This is an optimization exercise on Yosys and OpenROAD, whose aim is small area, not a production implementation. Only simulation tests tie the RTL to the original design; equivalence was not proved.

old:
==> flow/design.v <==
`default_nettype none
package sxp_pkg;
  typedef logic [32-1:0] data_t;      
  typedef logic [32-1:0] inst_t;      
  typedef logic [4-1:0]   rf_addr_t;   
  typedef logic [16-1:0]  imm_t;       
  typedef logic [3:0]             cvnz_t;      
  typedef enum logic [1:0] {
    DEST_REG   = 2'b00,
    DEST_JUMP  = 2'b01,
    DEST_STORE = 2'b10,
    DEST_NONE  = 2'b11    
  } dest_cfg_e;
  typedef enum logic [2:0] {
    SRC_RR = 3'b000,   
    SRC_RI = 3'b001,   
    SRC_PR = 3'b010,   
    SRC_PI = 3'b011    
  } src_cfg_e;
  typedef enum logic [2:0] {
    ALU_ADD, ALU_SUB, ALU_AND, ALU_OR, ALU_XOR, ALU_SHL, ALU_SHR, ALU_PASSB
  } alu_op_e;
  typedef enum logic [3:0] {
    WB_RESULT = 4'b0000,
    WB_Z      = 4'b0100,
    WB_N      = 4'b0101,
    WB_V      = 4'b0110,
    WB_C      = 4'b0111
  } wb_cfg_e;
endpackage
`default_nettype wire
`default_nettype none
module sxp
(
  input  wire        clk,
  input  wire        reset_b,
  input  wire [31:0] mem_inst,
  output wire [31:0] mem_pc,
  output wire        spw_we,
  output wire [31:0] spw_addr,
  output wire [31:0] spw_data
);
  reg  [4:0] cnt;       
  reg        clr;       
  reg        pend;      
  wire [2:0] ph = cnt[2:0];
  wire       p0 = (cnt[4:3] == 2'd0);
  wire       p1 = (cnt[4:3] == 2'd1);
  wire       p2 = (cnt[4:3] == 2'd2);
  wire       p3 = (cnt[4:3] == 2'd3);
  wire [1:0] dest    = mem_inst[31:30];
  wire       src_pc  = mem_inst[28];      
  wire       src_imm = mem_inst[27];      
  wire [2:0] op      = mem_inst[26:24];
  wire [3:0] wb      = mem_inst[23:20];
  wire [3:0] rd      = mem_inst[19:16];
  wire [3:0] ra      = mem_inst[15:12];
  wire [3:0] rb      = mem_inst[11:8];
  wire       vld     = ~mem_inst[29] & ~clr;
  wire       wb_flag = (wb[3:2] == 2'b01);
  wire       is_reg  = vld & (dest == 2'b00);
  wire       is_jmp  = vld & (dest == 2'b01);
  wire       is_st   = vld & (dest == 2'b10);
  wire       sub     = (op == 3'd1);
  wire       addsub  = (op[2:1] == 2'b00);
  wire       shl     = (op == 3'd5);
  reg  [31:0] pc;
  reg  [31:0] sa;       
  reg  [31:0] sd;       
  reg  [4:0]  s;        
  reg  [3:0]  prev;     
  reg         ac;       
  reg         pcc;      
  reg         zacc;     
  reg         f;        
  reg         tk;       
  wire [3:0]  raddr = p1 ? (src_imm ? rd : ra) : rb;
  wire [63:0] heads;
  wire [3:0]  rport = heads[4*raddr +: 4];
  wire        wclr  = clr & p3;
  wire        wen   = is_reg & (p2 | (p3 & (ph == 3'd0) & wb_flag));
  wire [3:0]  v;
  wire [3:0]  wdata = wclr ? 4'd0 : (p2 ? v : {3'b000, f});
  genvar g;
  generate
    for (g = 0; g < 16; g = g + 1)
    begin : rf
      reg  [31:0] q;
      wire        we = wclr | (wen & (rd == g));
      always @(posedge clk)
        q <= {(we ? wdata : q[3:0]), q[31:4]};
      assign heads[4*g +: 4] = q[3:0];
    end
  endgenerate
  wire [3:0] imm_dig = ph[2] ? 4'd0 : mem_inst[4*ph[1:0] +: 4];
  wire [3:0] b_t     = src_imm ? imm_dig : rport;
  wire [2:0] pidx = p1 ? ph : ph + 3'd1;
  wire [3:0] pdig = pc[4*pidx +: 4];
  wire [4:0] pinc = {1'b0, pdig} + {4'd0, ((pidx == 3'd0) | pcc)};
  wire [3:0] a_t  = src_pc ? pinc[3:0] : rport;
  wire [2:0] d  = s[4:2];
  wire [1:0] r  = s[1:0];
  wire [2:0] j  = shl ? (3'd0 - d) : (d + 3'd1);      
  wire [3:0] tapv = (j == 3'd0) ? a_t : sa[4*j +: 4];
  wire [3:0] ph_d = {1'b0, ph} + {1'b0, d};
  wire       tvld = shl ? (p1 & (ph >= d))
                        : ((p1 & (ph == 3'd7)) | (p2 & (ph_d <= 4'd6)));
  wire [3:0] newd = tapv & {4{tvld}};
  wire [7:0] win  = {newd, prev};
  wire [2:0] fo   = shl ? (3'd4 - {1'b0, r}) : {1'b0, r};
  wire [7:0] wsh  = win >> fo;
  wire [3:0] ysh  = wsh[3:0];
  wire [3:0] a2  = sa[3:0];
  wire [3:0] bx  = b_t ^ {4{sub}};
  wire       aci = (ph == 3'd0) ? sub : ac;
  wire [4:0] sum = {1'b0, a2} + {1'b0, bx} + {4'd0, aci};
  reg  [3:0] y;
  always @(*)
  begin
    case (op)
      3'd0, 3'd1: y = sum[3:0];
      3'd2:       y = a2 & b_t;
      3'd3:       y = a2 | b_t;
      3'd4:       y = a2 ^ b_t;
      3'd5:       y = sd[3:0];
      3'd6:       y = ysh;
      default:    y = b_t;
    endcase
  end
  assign v = wb_flag ? 4'd0 : y;
  wire zrun = ((ph == 3'd0) | zacc) & (y == 4'd0);
  wire fz   = zrun;
  wire fn   = y[3];
  wire fv   = addsub & (a2[3] == bx[3]) & (sum[3] != a2[3]);
  wire fc   = addsub & sum[4];
  reg  fsel;
  always @(*)
  begin
    case (wb[1:0])
      2'd0:    fsel = fz;
      2'd1:    fsel = fn;
      2'd2:    fsel = fv;
      default: fsel = fc;
    endcase
  end
  wire take_c = is_jmp & ((mem_inst[0] & ~src_imm) ? (s[0] ^ mem_inst[1]) : 1'b1);
  wire last2  = (cnt == 5'd23);
  wire take   = last2 ? take_c : tk;
  wire [3:0] tgt  = (last2 & wb_flag) ? {3'b000, fsel} : sd[7:4];
  wire [3:0] pnew = clr ? 4'd0 : (take ? tgt : pinc[3:0]);
  wire [3:0] sa_in = p1 ? a_t : (p2 ? b_t : sa[3:0]);
  wire [3:0] sd_in = (p1 & shl) ? ysh :
                     p2 ? v :
                     (p3 & (ph == 3'd0) & wb_flag) ? {3'b000, f} : sd[3:0];
  always @(posedge clk)
  begin
    sa   <= {sa_in, sa[31:4]};
    sd   <= {sd_in, sd[31:4]};
    prev <= newd;
    ac   <= sum[4];
    pcc  <= pinc[4];
    zacc <= zrun;
    f    <= fsel;
    if (last2)
      tk <= take_c;
    if (cnt == 5'd0)
      s[3:0] <= b_t;
    if (cnt == 5'd1)
      s[4] <= b_t[0];
  end
  genvar k;
  generate
    for (k = 0; k < 8; k = k + 1)
    begin : pcd
      always @(posedge clk)
        if (cnt == 5'd23 + k)
          pc[4*k +: 4] <= pnew;
    end
  endgenerate
  always @(posedge clk or negedge reset_b)
  begin
    if (!reset_b)
    begin
      cnt  <= 5'd23;
      clr  <= 1'b1;
      pend <= 1'b0;
    end
    else
    begin
      cnt <= cnt + 5'd1;
      if (cnt == 5'd31)
        clr <= 1'b0;
      if (cnt == 5'd24)
        pend <= is_st;
    end
  end
  assign mem_pc   = pc;
  assign spw_we   = pend & (cnt == 5'd0);
  assign spw_addr = sa;
  assign spw_data = sd;
endmodule
`default_nettype wire
==> flow/config.mk <==
export PLATFORM = sky130hd
export DESIGN_NAME = sxp
export DESIGN_NICKNAME = sxp
export VERILOG_FILES = /design/flow/design.v
export SDC_FILE = /design/flow/constraint.sdc
export NUM_CORES = 4
export LEC_CHECK = 0
export CAP_MARGIN = 20
export CORE_MARGIN = 2
export CORE_UTILIZATION = 40
export SLEW_MARGIN = 20
==> flow/constraint.sdc <==
create_clock -name core_clock -period 10.0 [get_ports {clk}]
set_input_delay 2.0000 -clock core_clock [delete_from_list [all_inputs] [get_ports {clk}]]
set_output_delay 2.0000 -clock core_clock [all_outputs]
set_load 0.01 [all_outputs]
run.sh (not shown) runs the stock make flow with config.mk's settings and CLKGATE_MAP_FILE= SYNTH_SCRIPT=/design/flow/synth_recipe.tcl, a recipe that flattens the netlist after the stock synthesis.
old ran to completion and came out clean on the timing, design-rule and antenna checks.
Modified inputs, new compared to old
Settings: CORE_UTILIZATION now 60, was 40; ABC_AREA now 1, previously not set; CTS_CLUSTER_SIZE now 10, previously not set; CTS_BUF_LIST now sky130_fd_sc_hd__clkbuf_2, previously not set.
Results
Taking old as the reference point, the actual slew at the worst max-slew pin of new falls by 0.23 ns. new ended up with a higher initial antenna violation count than old did. Relative to old, the final clock period utilization by the worst path of new is lower by 14 points. Sequential share of cell area up 3.5 points in new wrt old. Going from old to new, the average wire per cell in the routed design was found to have gone down by 12%. Compared with old, new shows a shortest period the worst path allows that is 1.41 ns lower. Taking old as the reference point, the met1 usage of new rises by 8.5 points.

==> re-timing with driven ports <==
The results above use ideal ports. As a check the final layouts listed here were re-extracted and re-timed, cells and wires unchanged. Step 1 assumes that a clkbuf_16 drives the clock port and a buf_2 every other input. Step 2 moves the port delays by t, midway between the first and last clock arrival at a register: inputs arrive t later, outputs are due t later. That takes back most of the time a late clock gives input paths. Three values: ideal, step 1, step 2; two values: the first two.
run	shift t [ns]	setup slack, ns	worst setup path after step 2
old	0.649	2.321 / 2.318 / 1.668	input to register
new	1.017	3.735 / 3.691 / 2.674	input to register
After both steps every run listed still meets setup and hold. The setup slack of new, which loses most, moves by -0.044 ns with the drivers and by -1.061 ns with both steps.
